Context: an optimization exercise on an open-source flow, tuned for small area and a short achievable clock period. The choices shown serve that exercise and are no tape-out recipe. Where RTL was checked, it was by simulation tests only, not by an equivalence proof against the original. For runs 1 and 2, only the layout was checked, not whether the RTL still works. Power is estimated from default activity; no workload was simulated.

$ cat constraint.sdc
create_clock -name core_clock -period 13.0 [get_ports {clk}]
set_input_delay 2.6000 -clock core_clock [delete_from_list [all_inputs] [get_ports {clk}]]
set_output_delay 2.6000 -clock core_clock [all_outputs]
set_load 0.01 [all_outputs]
$ cat run.sh
#!/bin/bash
# synth_recipe.tcl (not shown) runs the flow's synth.tcl, then flattens the netlist and writes it again
# the make line also repeats each setting of config.mk as NAME=value (left out here)
make -C /OpenROAD-flow-scripts/flow DESIGN_CONFIG=/design/flow/config.mk WORK_HOME=/design/flow/orfs CLKGATE_MAP_FILE= SYNTH_SCRIPT=/design/flow/synth_recipe.tcl finish
$ cat design.v
`default_nettype none
package playfield_pkg;
    localparam int screen_width = 640;
    localparam int upper_bound  = 20;
    localparam int lower_bound  = 460;
    localparam int x_bits = 10;
    localparam int y_bits = 9;
    localparam logic [x_bits-1:0] x_offscreen = x_bits'(700);
    localparam logic [y_bits-1:0] y_offscreen = y_bits'(500);
    localparam int score_bits = 14;
    localparam logic [score_bits-1:0] score_max = score_bits'(9999);
    localparam logic [1:0] mode_idle = 2'd0;
    localparam logic [1:0] mode_run  = 2'd1;
endpackage
`default_nettype wire
`default_nettype none
package spawn_pkg;
    typedef union packed {
        struct packed {
            logic [7:0] placement;
            logic [7:0] gap;
            logic [7:0] height;
            logic [7:0] width;
        } byte_view;
        struct packed {
            logic [1:0]  zone;
            logic [5:0]  offset;
            logic [23:0] size_bytes;
        } edge_view;
    } spawn_rand_u;
    localparam logic [1:0] zone_upper = 2'd0;
    localparam logic [1:0] zone_lower = 2'd1;
    localparam logic [31:0] lfsr_seed = 32'h1d87_2b41;
    localparam logic [31:0] lfsr_taps = 32'h8020_0003;
    localparam int min_width  = 20;
    localparam int max_width  = 80;
    localparam int min_height = 20;
    localparam int max_height = 150;
    localparam int min_gap    = 80;
    localparam int max_gap    = 180;
    localparam int gap_bits   = 8;
    localparam int edge_zone = 60;
endpackage
`default_nettype wire
`default_nettype none
module spawn_rng (
    input  logic                              clk,
    input  logic                              rst_n,
    output logic [1:0]                        right_lo,
    output logic [7:0]                        right_hi,
    output logic [playfield_pkg::y_bits-1:0]  top,
    output logic [playfield_pkg::y_bits-1:0]  bottom,
    output logic [5:0]                        wait_steps
);
    logic [31:0] lfsr;
    logic [31:0] lfsr_next;
    logic [1:0]  n_right_lo;
    logic [7:0]  n_right_hi;
    logic [8:0]  n_top;
    logic [8:0]  n_bottom;
    logic [5:0]  n_wait;
    assign lfsr_next = {lfsr[30:0], ^(lfsr & spawn_pkg::lfsr_taps)};
    spawn_shaper shaper_next (
        .rand_word  (lfsr_next),
        .right_lo   (n_right_lo),
        .right_hi   (n_right_hi),
        .top        (n_top),
        .bottom     (n_bottom),
        .wait_steps (n_wait)
    );
    always_ff @(posedge clk or negedge rst_n) begin
        if (!rst_n) begin
            lfsr       <= spawn_pkg::lfsr_seed;
            right_lo   <= 2'd0;
            right_hi   <= 8'd166;
            top        <= 9'd49;
            bottom     <= 9'd112;
            wait_steps <= 6'd29;
        end else begin
            lfsr       <= lfsr_next;
            right_lo   <= n_right_lo;
            right_hi   <= n_right_hi;
            top        <= n_top;
            bottom     <= n_bottom;
            wait_steps <= n_wait;
        end
    end
endmodule
`default_nettype wire
`default_nettype none
module spawn_shaper (
    input  spawn_pkg::spawn_rand_u                  rand_word,
    output logic [1:0]                              right_lo,    
    output logic [7:0]                              right_hi,    
    output logic [playfield_pkg::y_bits-1:0]        top,
    output logic [playfield_pkg::y_bits-1:0]        bottom,
    output logic [5:0]                              wait_steps   
);
    logic [7:0] b0, b1, b2, b3;
    logic [5:0] m0;      
    logic [7:0] m1;      
    logic [6:0] m2;      
    logic [5:0] eo;      
    logic [1:0] zone;
    assign b0 = rand_word.byte_view.width;
    assign b1 = rand_word.byte_view.height;
    assign b2 = rand_word.byte_view.gap;
    assign b3 = rand_word.byte_view.placement;
    assign zone = rand_word.edge_view.zone;
    always_comb begin
        if      (b0 >= 8'd244) m0 = 6'(b0 - 8'd244);
        else if (b0 >= 8'd183) m0 = 6'(b0 - 8'd183);
        else if (b0 >= 8'd122) m0 = 6'(b0 - 8'd122);
        else if (b0 >= 8'd61)  m0 = 6'(b0 - 8'd61);
        else                   m0 = 6'(b0);
        if (b1 >= 8'd131) m1 = b1 - 8'd131;
        else              m1 = b1;
        if      (b2 >= 8'd202) m2 = 7'(b2 - 8'd202);
        else if (b2 >= 8'd101) m2 = 7'(b2 - 8'd101);
        else                   m2 = 7'(b2);
        if (b3[5:0] >= 6'd60) eo = b3[5:0] - 6'd60;
        else                  eo = b3[5:0];
    end
    assign right_lo   = m0[1:0];
    assign right_hi   = 8'd165 + 8'(m0[5:2]);
    assign wait_steps = 6'd20 + 6'((m2 + 7'd3) >> 2);
    logic [7:0] v;
    logic [8:0] a;
    assign v = zone[1] ? b3 : {2'b00, eo};
    assign a = 9'(m1) + 9'(v);
    always_comb begin
        if (zone == spawn_pkg::zone_lower) begin
            top    = 9'd440 - a;
            bottom = 9'd460 - 9'(v);
        end else begin
            top    = 9'd20 + 9'(v);
            bottom = 9'd40 + a;
        end
    end
endmodule
`default_nettype wire
`default_nettype none
module obstacle_slots #(
    parameter int NUM_OBSTACLES = 10
) (
    input  logic                                                   clk,
    input  logic                                                   rst_n,
    input  logic                                                   clear,
    input  logic                                                   advance,
    input  logic [NUM_OBSTACLES-1:0]                               pick,
    input  logic [1:0]                                             right_lo,
    input  logic [7:0]                                             right_hi,
    input  logic [playfield_pkg::y_bits-1:0]                       top,
    input  logic [playfield_pkg::y_bits-1:0]                       bottom,
    output logic [NUM_OBSTACLES-1:0]                               active,
    output logic                                                   retire,
    output logic [NUM_OBSTACLES-1:0][playfield_pkg::x_bits-1:0]    box_left,
    output logic [NUM_OBSTACLES-1:0][playfield_pkg::x_bits-1:0]    box_right,
    output logic [NUM_OBSTACLES-1:0][playfield_pkg::y_bits-1:0]    box_top,
    output logic [NUM_OBSTACLES-1:0][playfield_pkg::y_bits-1:0]    box_bottom
);
    localparam int y_w = playfield_pkg::y_bits;
    logic [NUM_OBSTACLES-1:0] visible;
    logic [NUM_OBSTACLES-1:0] at_zero;
    logic [7:0]               left_q  [NUM_OBSTACLES];
    logic [7:0]               right_q [NUM_OBSTACLES];
    logic [1:0]               rlo_q   [NUM_OBSTACLES];
    logic [y_w-1:0]           top_q   [NUM_OBSTACLES];
    logic [y_w-1:0]           bot_q   [NUM_OBSTACLES];
    always_comb begin
        for (int i = 0; i < NUM_OBSTACLES; i++) begin
            at_zero[i] = (left_q[i] == 8'd0);
        end
    end
    assign retire = |(active & at_zero);
    always_ff @(posedge clk or negedge rst_n) begin
        if (!rst_n) begin
            active  <= '0;
            visible <= '0;
        end else if (clear) begin
            active  <= '0;
            visible <= '0;
        end else if (advance) begin
            active  <= pick | (active & ~at_zero);
            visible <= active & ~at_zero;
        end
    end
    always_ff @(posedge clk) begin
        for (int i = 0; i < NUM_OBSTACLES; i++) begin
            if (advance) begin
                left_q[i]  <= pick[i] ? 8'd160   : left_q[i] - 8'd1;
                right_q[i] <= pick[i] ? right_hi : right_q[i] - 8'd1;
            end
            if (advance && pick[i]) begin
                rlo_q[i] <= right_lo;
                top_q[i] <= top;
                bot_q[i] <= bottom;
            end
        end
    end
    always_comb begin
        for (int i = 0; i < NUM_OBSTACLES; i++) begin
            if (visible[i]) begin
                box_left[i]   = {left_q[i], 2'b00};
                box_right[i]  = {right_q[i], rlo_q[i]};
                box_top[i]    = top_q[i];
                box_bottom[i] = bot_q[i];
            end else begin
                box_left[i]   = playfield_pkg::x_offscreen;
                box_right[i]  = playfield_pkg::x_offscreen;
                box_top[i]    = playfield_pkg::y_offscreen;
                box_bottom[i] = playfield_pkg::y_offscreen;
            end
        end
    end
endmodule
`default_nettype wire
`default_nettype none
module obstacle_ctrl #(
    parameter int NUM_OBSTACLES = 10
) (
    input  logic                                   clk,
    input  logic                                   rst_n,
    input  logic [1:0]                             gamemode,
    input  logic [NUM_OBSTACLES-1:0]               active,
    input  logic                                   retire,
    input  logic [5:0]                             wait_steps,
    output logic                                   clear,
    output logic                                   advance,
    output logic [NUM_OBSTACLES-1:0]               pick,
    output logic [playfield_pkg::score_bits-1:0]   score
);
    logic [5:0]               steps;
    logic                     ready;
    assign clear   = (gamemode == playfield_pkg::mode_idle);
    assign advance = (gamemode == playfield_pkg::mode_run);
    assign ready   = (steps == 6'd0);
    always_comb begin
        logic lower_busy;
        lower_busy = ready;
        for (int i = 0; i < NUM_OBSTACLES; i++) begin
            pick[i]    = lower_busy && !active[i];
            lower_busy = lower_busy && active[i];
        end
    end
    always_ff @(posedge clk or negedge rst_n) begin
        if (!rst_n) begin
            steps <= 6'd20;
        end else if (clear) begin
            steps <= 6'd20;
        end else if (advance) begin
            if (|pick) begin
                steps <= wait_steps;
            end else if (!ready) begin
                steps <= steps - 6'd1;
            end
        end
    end
    always_ff @(posedge clk or negedge rst_n) begin
        if (!rst_n) begin
            score <= '0;
        end else if (clear) begin
            score <= '0;
        end else if (advance && retire && (score != playfield_pkg::score_max)) begin
            score <= score + 1'b1;
        end
    end
endmodule
`default_nettype wire
`default_nettype none
module obstacle_field #(
    parameter int NUM_OBSTACLES = 10,
    parameter int SCROLL_SPEED  = 4
) (
    input  logic                                                   clk,
    input  logic                                                   rst_n,
    input  logic [1:0]                                             gamemode,
    output logic [playfield_pkg::score_bits-1:0]                   score,
    output logic [NUM_OBSTACLES-1:0][playfield_pkg::x_bits-1:0]    box_left,
    output logic [NUM_OBSTACLES-1:0][playfield_pkg::x_bits-1:0]    box_right,
    output logic [NUM_OBSTACLES-1:0][playfield_pkg::y_bits-1:0]    box_top,
    output logic [NUM_OBSTACLES-1:0][playfield_pkg::y_bits-1:0]    box_bottom
);
    logic [1:0]                       right_lo;
    logic [7:0]                       right_hi;
    logic [playfield_pkg::y_bits-1:0] top;
    logic [playfield_pkg::y_bits-1:0] bottom;
    logic [5:0]                       wait_steps;
    logic                             clear;
    logic                             advance;
    logic                             retire;
    logic [NUM_OBSTACLES-1:0]         active;
    logic [NUM_OBSTACLES-1:0]         pick;
    spawn_rng spawn_rng_inst (
        .clk        (clk),
        .rst_n      (rst_n),
        .right_lo   (right_lo),
        .right_hi   (right_hi),
        .top        (top),
        .bottom     (bottom),
        .wait_steps (wait_steps)
    );
    obstacle_ctrl #(
        .NUM_OBSTACLES (NUM_OBSTACLES)
    ) obstacle_ctrl_inst (
        .clk        (clk),
        .rst_n      (rst_n),
        .gamemode   (gamemode),
        .active     (active),
        .retire     (retire),
        .wait_steps (wait_steps),
        .clear      (clear),
        .advance    (advance),
        .pick       (pick),
        .score      (score)
    );
    obstacle_slots #(
        .NUM_OBSTACLES (NUM_OBSTACLES)
    ) obstacle_slots_inst (
        .clk        (clk),
        .rst_n      (rst_n),
        .clear      (clear),
        .advance    (advance),
        .pick       (pick),
        .right_lo   (right_lo),
        .right_hi   (right_hi),
        .top        (top),
        .bottom     (bottom),
        .active     (active),
        .retire     (retire),
        .box_left   (box_left),
        .box_right  (box_right),
        .box_top    (box_top),
        .box_bottom (box_bottom)
    );
endmodule
`default_nettype wire
$ cat config.mk
export PLATFORM = sky130hd
export DESIGN_NAME = obstacle_field
export DESIGN_NICKNAME = obstacle_field
export VERILOG_FILES = /design/flow/design.v
export SDC_FILE = /design/flow/constraint.sdc
export NUM_CORES = 4
export LEC_CHECK = 0
export CAP_MARGIN = 20
export CORE_MARGIN = 2
export CORE_UTILIZATION = 60
export CTS_BUF_LIST = sky130_fd_sc_hd__clkbuf_8
export SLEW_MARGIN = 20
==> reports/metrics.yaml, run 1 <==
outcome: "timing/DRC/antenna clean"
ys.flop_type: "edfxtp_1"
ys_types: 71
max-cap-violations: 0
wl_per_cell_um: 21.4
viasPerCell: 5.67
numCtsBuffers: 73
place_hpwl_um: 42300
syn_area_mm2: 0.0223
fillers: 2527
p_leak_nw: 10.3
overflow: 0
slew_viol_final: 0
preCtsSetupSlack_ps: 7370
r2r-end: "spawn_rng_inst.right_hi[4]"
rsz0062_at_grt: "false"
grt_max_degree: 83
timing.rr.start: "spawn_rng_inst.lfsr[0]"
diodes: 0
ys_async_sr_fraction: 0.222
min_period_ps: 5140
hold_end: "spawn_rng_inst.lfsr[28]"
postSynthCellCount: 1954
path_class: "reg -> out"
timing.final.crit_share: 0.396
synth_area_leaders: "edfxtp_1, dfrtp_1, nand2b_1"
ir_drop_mv: 0.0721
clock_skew_ps: 33.4
layout.cells.non_filler: 2878
fin_tns_setup_ps: 0
root_buffer: "clkbuf_8"
nets: 2420
post_cts_buffers: 0
drtAntennaViolNets: 0
core.rowCount: 70
r2r_cells: 14
die_area_mm2: 0.0388
dp.cells: 2743
r2r_setup_slack_ps: 9080
relSlewSlack: 0.246
start_util: 0.610
fmax_mhz: 194
ys_seq_area_frac: 0.601
synth_edf_count: 360
post_cts_resized: 0
hold_path.class: "reg -> reg"
synth_area_per_cell_um2: 11.4
synth.most_common_cell: "edfxtp_1"
endpoint_kind: "output pin"
clock_sinks: 463
io_buffers: 377
ctsLongestPathBuffers: 3
grt_pass1_wl_um: 92100
fin_ws_ps: 7860
finalSetupViolCount: 0
synthTopCellsByCount: "edfxtp_1, nand2b_1, nor2_1"
cts_tree: "yes"
drtIter0Drc: 1497
whs_path_depth: 0
clkSlewWorstSetupHoldPaths_ps: 60
hold_violations: 0
ctsHoldBuffers: 0
grt_use_total: 0.318
first_pass_iters: 5
crit_required_ps: 10400
final_util: 0.762
clock_latency_ps: 640
layout-drive-gt1-share: 0.0743
vias: 16320
wl_um: 61600
worst_pin_slew_ps: 1130
syn_to_final_growth_pct: 24.8
synth.largest_area_cell: "edfxtp_1"
netlist.area_leader.share: 0.484
start_kind: "register"
place.gp.congestion: 0.918
ioPinCount: 398
die_h_um: 197
antenna_found_initial: 5
arrival_ps: 2540
ctsHtreeMaxLevel: 3
core-area_mm2: 0.0366
die_x_um: 197
yosysWarningCount: 9
grt_pass1_vias: 15732
critPathMaxFanout: 37
drcViolationCount: 0
power_density_mw_per_mm2: 105
hp-start: "spawn_rng_inst.lfsr[27]"
synth-seq-cells: 463
==> final cells by class <==
type	count	area (µm²)	area share
sequential	463	13400	0.481
multi-input combinational	1345	8340	0.299
timing repair buffer	391	3880	0.139
clock buffer	76	1050	0.0375
tap	468	586	0.0210
clock inverter	58	317	0.0113
inverter	77	294	0.0105
==> worst max path at each step <==
stage | start | endpoint | slack (ps) | depth (start not counted)
finish | obstacle_slots_inst.visible[6] | box_top[54] | 7860 | 2
global route | obstacle_slots_inst.visible[6] | box_top[54] | 7710 | 2
CTS | obstacle_slots_inst.visible[9] | box_top[82] | 7760 | 2
detailed placement | gamemode[1] | obstacle_slots_inst.left_q[4][4] | 7370 | 4
global placement | gamemode[1] | obstacle_slots_inst.left_q[4][4] | 7430 | 4
floorplan | gamemode[1] | obstacle_slots_inst.visible[2] | 4910 | 4
==> cell usage in the layout (no fill, tap or decap), types with 7 or more instances in the layout <==
master	count
clkinv_2	15
nor3b_1	8
clkinv_1	16
o21ai_1	7
inv_1	93
nand2b_1	214
a32o_1	10
o22ai_1	23
conb_1	20
nor4_1	7
nor2_1	193
dfrtp_1	70
o21ai_0	36
xnor2_1	108
clkbuf_8	76
nand2_1	164
and3_1	7
dfstp_2	28
ha_1	64
a31oi_1	7
nand4_1	13
nand3_1	21
nor3_1	69
buf_4	13
edfxtp_1	360
clkdlybuf4s50_1	376
and2_1	124
or3_1	17
a21oi_1	75
xor2_1	68
==> worst max-delay path, stage by stage (launching register included) <==
cell             delay [ps]
dfrtp_1                1030
and2_1                  320
clkdlybuf4s50_1         560
==> per-stage QoR <==
| step | cell area, µm² | total power, mW | hold WS (ps) |
|---|---|---|---|
| after floorplan | 22400 | 1.76 | 349 |
| after detailed placement | 26500 | 1.78 | 378 |
| after global routing | 27900 | 3.01 | 394 |
| after global placement | 26500 | 1.78 | 372 |
| final | 27900 | 2.92 | 377 |
| after CTS | 27900 | 2.93 | 379 |
==> cell families (layout without fill, tap and decap cells) <==
group | after synthesis | count (layout) | synth area share
xor gates and xnor gates | 178 | 178 | 0.0708
muxes | 7 | 7 | 0.00358
AOI/OAI and AO/OA | 198 | 198 | 0.0542
and+or+nand+nor | 877 | 877 | 0.202
other | 1 | 20 | 0.000168
adders and majority gates | 65 | 65 | 0.0367
buffers and inverters | 165 | 602 | 0.0316
DFF | 463 | 463 | 0.601
==> where the power goes <==
group | total, mW | switching (mW) | internal, mW
combinational | 0.106 | 0.0646 | 0.0415
clock | 1.17 | 0.577 | 0.588
sequential | 1.65 | 0.0271 | 1.62
total | 2.92 | 0.668 | 2.25
==> per-layer routing <==
metal | share of wire | GRT usage | vias up
met5 | 0 | 0 | -
met4 | 0.039 | 0.136 | 0
met3 | 0.087 | 0.0508 | 119
met2 | 0.48 | 0.523 | 818
met1 | 0.39 | 0.424 | 7898
li1 | - | - | 7485
==> state kept, by name (all words and copies together) (netlist names), 9 cells and up <==
register / flops
obstacle_slots_inst.bot_q: 90
obstacle_ctrl_inst.score: 14
spawn_rng_inst.top: 9
obstacle_slots_inst.right_q: 80
spawn_rng_inst.lfsr: 32
obstacle_slots_inst.visible: 10
obstacle_slots_inst.rlo_q: 20
obstacle_slots_inst.left_q: 80
obstacle_slots_inst.active: 10
obstacle_slots_inst.top_q: 90
spawn_rng_inst.bottom: 9
==> inputs of run 2 (changes only) <==
==> flow/run.sh (new file) <==
#!/bin/bash
# Standard layout, with the smallest buffer on every port and timing repair
# aiming at a shorter period than the constraint asks.
set -euo pipefail
export BUFFER_PORTS_ARGS="-buffer_cell sky130_fd_sc_hd__buf_1"
export SETUP_SLACK_MARGIN=9
bash standard.sh > standard.log 2>&1
==> standard.sh (new file) <==
#!/bin/bash
# synth_recipe.tcl (not shown) runs the flow's synth.tcl, then flattens the netlist and writes it again
# the make line also repeats each setting of config.mk as NAME=value (left out here)
make -C /OpenROAD-flow-scripts/flow DESIGN_CONFIG=/design/flow/config.mk WORK_HOME=/design/flow/orfs CLKGATE_MAP_FILE= SYNTH_SCRIPT=/design/flow/synth_recipe.tcl "${@:-finish}"
removed: run.sh
==> run 2 against run 1 <==
  * Core utilization shrank 0.51 points
  * Flip-flop and latch count is the same
  * Register-to-register slack gained 130 ps
  * Design area shrank 0.67%
  * Synthesized area is the same
  * Synthesized cell count is the same
==> reports/metrics.yaml, run 2 <==
start_kind: "register"  # unchanged
path_cells: "clkbuf_16 > nand2b_1 > buf_4"  # was and2_1 > clkdlybuf4s50_1
layout-drive-gt1-share: 0.253  # was 0.0743
critPathMaxStageDelay_ps: 510  # was 1030 ps
synth_area_leaders: "edfxtp_1, dfrtp_1, nand2b_1"  # unchanged
slew_viol_final: 0  # unchanged
place.gp.congestion: 0.893  # was 0.918
core-area_mm2: 0.0366  # unchanged
synth-seq-cells: 463  # unchanged
overflow: 0  # unchanged
power.total_mw: 2.96  # was 2.92 mW
cp_slowest_cell: "dfrtp_2"  # was dfrtp_1
wl_met1_um: 25600  # was 24300 µm
root_buffer: "clkbuf_8"  # unchanged
drcViolationCount: 0  # unchanged
fin_tns_setup_ps: 0  # unchanged
nets: 2466  # was 2420
clock_skew_ps: 31.0  # was 33.4 ps
viasPerCell: 5.68  # was 5.67
timing.final.crit_share: 0.324  # was 0.396
grt_max_degree: 77  # was 83
numCtsBuffers: 75  # was 73
first_pass_iters: 5  # unchanged
ys.flop_type: "edfxtp_1"  # unchanged
die_area_mm2: 0.0388  # unchanged
power_density_mw_per_mm2: 107  # was 105 mW/mm²
place_hpwl_um: 40700  # was 42300 µm
layout.cells.non_filler: 2924  # was 2878
start_util: 0.610  # unchanged
die_x_um: 197  # unchanged
max-cap-violations: 0  # unchanged
grt_pass1_wl_um: 92600  # was 92100 µm
synthTopCellsByCount: "edfxtp_1, nand2b_1, nor2_1"  # unchanged
synth.largest_area_cell: "edfxtp_1"  # unchanged
arrival_ps: 1620  # was 2540 ps
netlist.area_leader.share: 0.484  # unchanged
top_layer: "met4"  # unchanged
clock_latency_ps: 630  # was 640 ps
die_h_um: 197  # unchanged
dr_wl_met3_um: 5300  # was 5370 µm
grt_use_total: 0.322  # was 0.318
crit_family: "flip-flops"  # unchanged
synth_edf_count: 360  # unchanged
syn_area_mm2: 0.0223  # unchanged
route.met2.wl_um: 31200  # was 29500 µm
yosysWarningCount: 9  # unchanged
largestRegisters: "obstacle_slots_inst.bot_q (90), obstacle_slots_inst.top_q (90)"  # unchanged
endpoint_kind: "output pin"  # unchanged
final_common_cell: "edfxtp_1"  # was clkdlybuf4s50_1
drtAntennaViolNets: 0  # unchanged
worst_pin_slew_ps: 1080  # was 1130 ps
drtIter0Drc: 1615  # was 1497
hold_path.class: "reg -> reg"  # unchanged
hold_violations: 0  # unchanged
crit_buf_inv: 2  # was 1
relSlewSlack: 0.276  # was 0.246
min_period_ps: 4220  # was 5140 ps
core.rowCount: 70  # unchanged
ctsHtreeMaxLevel: 3  # unchanged
ys_types: 71  # unchanged
grt_pass1_vias: 15398  # was 15732
antenna_found_initial: 3  # was 5
fin_ws_ps: 8780  # was 7860 ps
io_buffers: 377  # unchanged
r2r_setup_slack_ps: 9210  # was 9080 ps
ctsLongestPathBuffers: 3  # unchanged
ir_drop_mv: 0.0912  # was 0.0721 mV
wl_per_cell_um: 22.0  # was 21.4 µm
rsz0062_at_grt: "true"  # was false
clock_sinks: 463  # unchanged
synth.most_common_cell: "edfxtp_1"  # unchanged
preCtsSetupSlack_ps: 6550  # was 7370 ps
dp.cells: 2744  # was 2743
syn_to_final_growth_pct: 24.0  # was 24.8%
finalSetupViolCount: 0  # unchanged
path_class: "reg -> out"  # unchanged
cts_tree: "yes"  # unchanged
ys_async_sr_fraction: 0.222  # unchanged
p_leak_nw: 10.7  # was 10.3 nW
ioPinCount: 398  # unchanged
crit_required_ps: 10400  # about the same
mostFrequentLayoutCells: "edfxtp_1, buf_2, nor2_1, nand2b_1, nand2_1"  # was clkdlybuf4s50_1, edfxtp_1, nand2b_1, nor2_1, nand2_1
outcome: "timing/DRC/antenna clean"  # unchanged
clkSlewWorstSetupHoldPaths_ps: 60  # about the same
synth_area_per_cell_um2: 11.4  # unchanged
vias: 16615  # was 16320
wl_um: 64200  # was 61600 µm
critPathMaxFanout: 18  # was 37
postSynthCellCount: 1954  # unchanged
fmax_mhz: 237  # was 194 MHz
ys_seq_area_frac: 0.601  # unchanged
[run 2: cell counts after synthesis]
No cell type changed its count.
[run 2: worst reg2reg max path: stages (launching register included)]
cell and delay [ps]:
dfstp_2 680, inv_1 170, ha_1 350, xor3_2 540, inv_2 90, ha_1 190, o21a_1 200, o31ai_1 380
nor2_1 130, o31ai_1 270, xnor2_1 150, mux2i_1 110, ha_1 250, nor2_1 110, nor2_1 50
[run 2: cell families after synthesis]
logic type / after synthesis / share of synthesized area
and+or+nand+nor: 877 / 0.202
muxes: 7 / 0.00358
buffers and inverters: 165 / 0.0316
xor gates and xnor gates: 178 / 0.0708
other: 1 / 0.000168
adders and majority gates: 65 / 0.0367
AOI/OAI and AO/OA: 198 / 0.0542
DFF: 463 / 0.601
[run 2: final cells by class]
class                      instances  area (µm²)
inverter                          77         297
antenna                            1        2.50
sequential                       463       13500
fill                            2536        8910
timing repair buffer             433        3190
multi-input combinational       1347        8760
clock buffer                      85        1170
clock inverter                    50         243
tap                              468         586
[run 2: what timing repair did]
item                                    4_1_cts  5_1_grt
buffers inserted                             26        6
pin swaps                                     7        3
gates resized for setup                     436      135
cloned                                        4        8
hold buffers                                  0        0
endpoints found under the setup margin      749      379
[run 2: report_power, final]
group / leakage, nW / switching [mW] / total, mW / internal [mW]
Combinational: 5.07 / 0.0671 / 0.113 / 0.0457
Clock: 0.838 / 0.573 / 1.19 / 0.618
Sequential: 4.77 / 0.0276 / 1.65 / 1.62
Total: 10.7 / 0.668 / 2.96 / 2.29
[run 2: final timing paths]
| kind | endpoint | start | depth (start not counted) |
|---|---|---|---|
| worst max register to register | spawn_rng_inst.right_hi[4] | spawn_rng_inst.lfsr[0] | 14 |
| worst max-delay path | box_top[56] | obstacle_slots_inst.visible[6] | 3 |
| max in group asynchronous | obstacle_slots_inst.visible[7] | rst_n | 2 |
| worst min register to register | spawn_rng_inst.lfsr[27] | spawn_rng_inst.lfsr[26] | 0 |
| worst min-delay path | spawn_rng_inst.lfsr[27] | spawn_rng_inst.lfsr[26] | 0 |
| min in group asynchronous | spawn_rng_inst.lfsr[31] | rst_n | 1 |
[run 2: metal layers]
metal | GRT usage | vias to the layer above
li1 | - | 7588
met1 | 0.441 | 8084
met2 | 0.527 | 832
met3 | 0.0455 | 111
met4 | 0.125 | 0
met5 | 0 | -
[run 2: stage by stage]
step                area (µm²)  hold slack (ps)   util
floorplan                22400              349      -
global placement         24100              371  0.660
detailed placement       24100              376  0.660
CTS                      27100              383  0.739
global route             27700              389  0.757
finish                   27700              382  0.757
==> inputs of run 3 (changes only) <==
--- a/design.v
+++ b/design.v
@@ -125,16 +125,19 @@
     assign right_hi   = 8'd165 + 8'(m0[5:2]);
     assign wait_steps = 6'd20 + 6'((m2 + 7'd3) >> 2);
-    logic [7:0] v;
-    logic [8:0] a;
-    assign v = zone[1] ? b3 : {2'b00, eo};
-    assign a = 9'(m1) + 9'(v);
     always_comb begin
-        if (zone == spawn_pkg::zone_lower) begin
-            top    = 9'd440 - a;
-            bottom = 9'd460 - 9'(v);
-        end else begin
-            top    = 9'd20 + 9'(v);
-            bottom = 9'd40 + a;
-        end
+        case (zone)
+            spawn_pkg::zone_upper: begin
+                top    = 9'd20 + 9'(eo);
+                bottom = 9'd40 + 9'(m1) + 9'(eo);
+            end
+            spawn_pkg::zone_lower: begin
+                top    = 9'd440 - 9'(m1) - 9'(eo);
+                bottom = 9'd460 - 9'(eo);
+            end
+            default: begin
+                top    = 9'd20 + 9'(b3);
+                bottom = 9'd40 + 9'(b3) + 9'(m1);
+            end
+        endcase
     end
 endmodule
@@ -148,5 +151,5 @@
     input  logic                                                   clear,
     input  logic                                                   advance,
-    input  logic [NUM_OBSTACLES-1:0]                               pick,
+    input  logic [NUM_OBSTACLES-1:0]                               load,
     input  logic [1:0]                                             right_lo,
     input  logic [7:0]                                             right_hi,
@@ -182,5 +185,5 @@
             visible <= '0;
         end else if (advance) begin
-            active  <= pick | (active & ~at_zero);
+            active  <= load | (active & ~at_zero);
             visible <= active & ~at_zero;
         end
@@ -189,8 +192,8 @@
         for (int i = 0; i < NUM_OBSTACLES; i++) begin
             if (advance) begin
-                left_q[i]  <= pick[i] ? 8'd160   : left_q[i] - 8'd1;
-                right_q[i] <= pick[i] ? right_hi : right_q[i] - 8'd1;
+                left_q[i]  <= load[i] ? 8'd160   : left_q[i] - 8'd1;
+                right_q[i] <= load[i] ? right_hi : right_q[i] - 8'd1;
             end
-            if (advance && pick[i]) begin
+            if (load[i]) begin
                 rlo_q[i] <= right_lo;
                 top_q[i] <= top;
@@ -228,9 +231,10 @@
     output logic                                   clear,
     output logic                                   advance,
-    output logic [NUM_OBSTACLES-1:0]               pick,
+    output logic [NUM_OBSTACLES-1:0]               load,
     output logic [playfield_pkg::score_bits-1:0]   score
 );
     logic [5:0]               steps;
     logic                     ready;
+    logic [NUM_OBSTACLES-1:0] pick;
     assign clear   = (gamemode == playfield_pkg::mode_idle);
     assign advance = (gamemode == playfield_pkg::mode_run);
@@ -244,4 +248,5 @@
         end
     end
+    assign load = advance ? pick : '0;
     always_ff @(posedge clk or negedge rst_n) begin
         if (!rst_n) begin
@@ -291,5 +296,5 @@
     logic                             retire;
     logic [NUM_OBSTACLES-1:0]         active;
-    logic [NUM_OBSTACLES-1:0]         pick;
+    logic [NUM_OBSTACLES-1:0]         load;
     spawn_rng spawn_rng_inst (
         .clk        (clk),
@@ -312,5 +317,5 @@
         .clear      (clear),
         .advance    (advance),
-        .pick       (pick),
+        .load       (load),
         .score      (score)
     );
@@ -322,5 +327,5 @@
         .clear      (clear),
         .advance    (advance),
-        .pick       (pick),
+        .load       (load),
         .right_lo   (right_lo),
         .right_hi   (right_hi),
==> run.sh (new file) <==
#!/bin/bash
# synth_recipe.tcl (not shown) runs the flow's synth.tcl, then flattens the netlist and writes it again
# the make line also repeats each setting of config.mk as NAME=value (left out here)
make -C /OpenROAD-flow-scripts/flow DESIGN_CONFIG=/design/flow/config.mk WORK_HOME=/design/flow/orfs CLKGATE_MAP_FILE= SYNTH_SCRIPT=/design/flow/synth_recipe.tcl finish
--- a/config.mk
+++ b/config.mk
@@ -8,5 +8,4 @@
 export CAP_MARGIN = 20
 export CORE_MARGIN = 2
-export CORE_UTILIZATION = 60
-export CTS_BUF_LIST = sky130_fd_sc_hd__clkbuf_8
+export CORE_UTILIZATION = 40
 export SLEW_MARGIN = 20
removed: flow/run.sh
removed: standard.sh
==> run 3 against run 2 <==
  * Synthesized cell count grew 4.7%
  * Synthesized area grew 3.8%
  * Via count decreased by 0.31%
  * Die area up 54%
  * Sequential power about the same
  * Worst setup slack worse by 1600 ps
  * Critical path depth up 4
  * Clock skew decreased by 12 ps
  * Design area is 6.2% higher
  * Critical endpoint is now obstacle_slots_inst.right_q[8][2]
==> reports/metrics.yaml, run 3 <==
seq_power_share: 0.511  # was 0.559
netlist.area_leader.share: 0.466  # was 0.484
grt_max_degree: 94  # was 77
die_h_um: 245  # was 197 µm
post_cts_buffers: 0  # was 26
min_period_ps: 5820  # was 4220 ps
synth_edf_count: 360  # unchanged
mostFrequentLayoutCells: "clkdlybuf4s50_1, edfxtp_1, nand2b_1, nand2_1, nor2_1"  # was edfxtp_1, buf_2, nor2_1, nand2b_1, nand2_1
arrival_ps: 6120  # was 1620 ps
start_kind: "primary input"  # was register
place.gp.congestion: 0.857  # was 0.893
ys_async_sr_fraction: 0.222  # unchanged
cp_slowest_cell: "nor2_4"  # was dfrtp_2
synth_area_leaders: "edfxtp_1, dfrtp_1, nand2b_1"  # unchanged
placed_cell_area_mm2: 0.0277  # was 0.0241 mm²
crit_start: "gamemode[0]"  # was obstacle_slots_inst.visible[6]
first_pass_iters: 5  # unchanged
postSynthCellCount: 2046  # was 1954
nets: 2515  # was 2466
ctsHoldBuffers: 0  # unchanged
clock_latency_ps: 600  # was 630 ps
crit_required_ps: 13300  # was 10400 ps
hp-start: "spawn_rng_inst.lfsr[8]"  # was spawn_rng_inst.lfsr[26]
critPathMaxStageDelay_ps: 750  # was 510 ps
hold_path.class: "reg -> reg"  # unchanged
power_density_mw_per_mm2: 110  # was 107 mW/mm²
crit_family: "simple AND/OR/NAND/NOR gates"  # was flip-flops
ctsHtreeMaxLevel: 2  # was 3
clock_skew_ps: 19.2  # was 31.0 ps
fmax_mhz: 172  # was 237 MHz
grt_pass1_wl_um: 101000  # was 92600 µm
post_cts_resized: 0  # was 436
largestRegisters: "obstacle_slots_inst.bot_q (90), obstacle_slots_inst.top_q (90)"  # unchanged
hold_end: "spawn_rng_inst.lfsr[9]"  # was spawn_rng_inst.lfsr[27]
grt_use_total: 0.224  # was 0.322
die_x_um: 245  # was 197 µm
worst_pin_slew_ps: 1130  # was 1080 ps
core-area_mm2: 0.0575  # was 0.0366 mm²
synth.largest_area_cell: "edfxtp_1"  # unchanged
path_cells: "clkdlybuf4s50_1 > nand2b_1 > inv_8 > nand2_1 > or3_1 > nor2_4 > o21ai_0"  # was clkbuf_16 > nand2b_1 > buf_4
path_class: "in -> reg"  # was reg -> out
io_buffers: 377  # unchanged
timing.final.crit_share: 0.447  # was 0.324
final_cell_area_mm2: 0.0294  # was 0.0277 mm²
drtIter0Drc: 1433  # was 1615
p_int_mw: 2.54  # was 2.29 mW
syn_area_mm2: 0.0232  # was 0.0223 mm²
rsz0062_at_grt: "false"  # was true
r2r_setup_slack_ps: 9060  # was 9210 ps
wl_per_cell_um: 21.1  # was 22.0 µm
switching_share: 0.215  # was 0.226
outcome: "timing/DRC/antenna clean"  # unchanged
synth.most_common_cell: "edfxtp_1"  # unchanged
wl_um: 68100  # was 64200 µm
viasPerCell: 5.13  # was 5.68
core.rowCount: 88  # was 70
overflow: 0  # unchanged
final_common_cell: "clkdlybuf4s50_1"  # was edfxtp_1
hold_violations: 0  # unchanged
whs_path_depth: 0  # unchanged
ir_drop_mv: 0.0817  # was 0.0912 mV
yosysWarningCount: 9  # unchanged
clkSlewWorstSetupHoldPaths_ps: 70  # was 60 ps
root_buffer: "clkbuf_16"  # was clkbuf_8
switchingPower_uw: 699  # was 668 µW
crit_buf_inv: 2  # unchanged
r2r-end: "spawn_rng_inst.bottom[7]"  # was spawn_rng_inst.right_hi[4]
ys_seq_area_frac: 0.579  # was 0.601
slew_viol_final: 0  # unchanged
layout-drive-gt1-share: 0.0674  # was 0.253
timing.rr.start: "spawn_rng_inst.lfsr[26]"  # was spawn_rng_inst.lfsr[0]
place_hpwl_um: 46900  # was 40700 µm
ys_types: 79  # was 71
synthTopCellsByCount: "edfxtp_1, nand2b_1, nand2_1"  # was edfxtp_1, nand2b_1, nor2_1
grt_pass1_vias: 16069  # was 15398
drcViolationCount: 0  # unchanged
crit_cells: 7  # was 3
antenna_found_initial: 8  # was 3
finalSetupViolCount: 0  # unchanged
synth_area_per_cell_um2: 11.3  # was 11.4 µm²
critPathMaxFanout: 93  # was 18
comb_power_share: 0.037  # was 0.038
cts_tree: "yes"  # unchanged
ioPinCount: 398  # unchanged
max-cap-violations: 0  # unchanged
drtAntennaViolNets: 0  # unchanged
p_leak_nw: 11.2  # was 10.7 nW
relSlewSlack: 0.239  # was 0.276
die_area_mm2: 0.0599  # was 0.0388 mm²
vias: 16563  # was 16615
p_clk_frac: 0.453  # was 0.403
numCtsBuffers: 49  # was 75
fin_tns_setup_ps: 0  # unchanged
start_util: 0.403  # was 0.610
endpoint_kind: "register"  # was output pin
synth-seq-cells: 463  # unchanged
ctsLongestPathBuffers: 3  # unchanged
clock_sinks: 463  # unchanged
ys.flop_type: "edfxtp_1"  # unchanged
r2r_cells: 16  # was 14
syn_to_final_growth_pct: 26.9  # was 24.0%
## run 3: cell count changes after synthesis, sizes merged, moves of 10 or more
cell	delta
nand2	+35
o21ai	+29
ha	+23
inv	+21
nor2	-20
o22ai	-18
a21oi	-15
or3	-13
xor2	+12
a22o	+11
buf	+10
## run 3: power by group through the flow
stage | logic, mW | clock network [mW] | registers, mW
floorplan | 0.0884 | 0 | 1.67
detailed placement | 0.119 | 0 | 1.68
CTS | 0.120 | 1.50 | 1.65
global placement | 0.116 | 0 | 1.68
global route | 0.135 | 1.56 | 1.66
finish | 0.119 | 1.47 | 1.66
## run 3: routing by layer
| layer | part of all wire | vias up | global-route usage | wire, µm |
|---|---|---|---|---|
| met1 | 0.43 | 8141 | 0.302 | 29200 |
| met3 | 0.067 | 87 | 0.0415 | 4570 |
| met2 | 0.48 | 595 | 0.371 | 32500 |
| met5 | 0.00019 | - | 0 | 13 |
| li1 | - | 7738 | - | - |
| met4 | 0.026 | 2 | 0.0613 | 1740 |
## run 3: logic make-up (layout without fill, tap and decap cells)
group                    count (synthesis)  count (layout)  synth area share
XOR/XNOR                               184             184            0.0702
AO/OA/AOI/OAI                          222             222            0.0610
flip-flops                             463             463             0.579
adder cells (fa/ha/maj)                 89              89            0.0482
multiplexers                            14              14           0.00637
buffers and inverters                  191             588            0.0358
other                                    1              21          0.000162
AND/OR/NAND/NOR                        882             882             0.199
## run 3: through the flow
stage | total power, mW | setup WS (ps) | std cells | hold WS (ps) | utilization
6_report | 3.24 | 7180 | 3228 | 393 | 0.512
5_1_grt | 3.35 | 6930 | 3227 | 400 | 0.512
3_5_place_dp | 1.80 | 6490 | 3135 | 382 | 0.482
3_3_place_gp | 1.80 | 6590 | 3135 | 381 | 0.482
4_1_cts | 3.27 | 7140 | 3225 | 392 | 0.511
2_1_floorplan | 1.76 | 6840 | 2065 | 352 | -
## run 3: final cells by class
type                    instances  area (µm²)
multi-input cells            1411        9030
inverters                     100         383
flip-flops and latches        463       13400
clock inverters                27         338
diodes                          1        2.50
clock buffers                  63        1340
well taps                     765         957
fillers                      5092       28000
repair buffers                398        3950
## run 3: worst register-to-register path, stage by stage (launching register included)
cell	delay, ps
dfstp_2	610
ha_1	290
nand3_1	160
xor2_1	420
inv_1	190
ha_1	380
ha_1	350
inv_1	50
ha_1	170
a21oi_1	190
o21bai_1	120
a21oi_1	250
o21bai_1	90
a21oi_1	190
xnor2_1	80
nor3_1	180
a21oi_1	70
## run 3: how the worst max path moves through the flow
stage,endpoint,slack [ps]
6_report,obstacle_slots_inst.right_q[8][2],7180
5_1_grt,obstacle_slots_inst.right_q[8][2],6930
4_1_cts,obstacle_slots_inst.right_q[8][2],7140
3_5_place_dp,obstacle_slots_inst.right_q[8][2],6490
3_3_place_gp,obstacle_slots_inst.right_q[8][4],6590
2_1_floorplan,obstacle_slots_inst.left_q[7][7],6840

-- port drivers added, routing unchanged --
How much do the figures lean on ideal ports? The routed layouts below were timed once more, with nothing changed but the port constraints.
Step 1 sets driving cells, clkbuf_16 on the clock port and buf_2 on the other inputs (assumed; they add their load-dependent delay and slew).
Step 2 adds t to the input delays and takes it off the output delays; t is the mean of the earliest and latest rising clock arrival at the registers after step 1. Input paths then give back, and output paths get back, about the clock's delay inside the block.
a / b / c = ideal / step 1 / step 2; a / b = the first two.
| run | t (ns) | setup WS [ns] | worst slew at a driven data input, ns |
|---|---|---|---|
| run 1 | 0.679 | 7.858 / 7.806 / 7.276 | 0.04 |
| run 2 | 0.672 | 8.783 / 8.730 / 8.372 | 0.03 |
| run 3 | 0.652 | 7.184 / 7.136 / 6.484 | 0.11 |
After both steps every run listed still meets setup and hold. The setup slack of run 3, which loses most, moves by -0.048 ns with the drivers and by -0.700 ns with both steps.
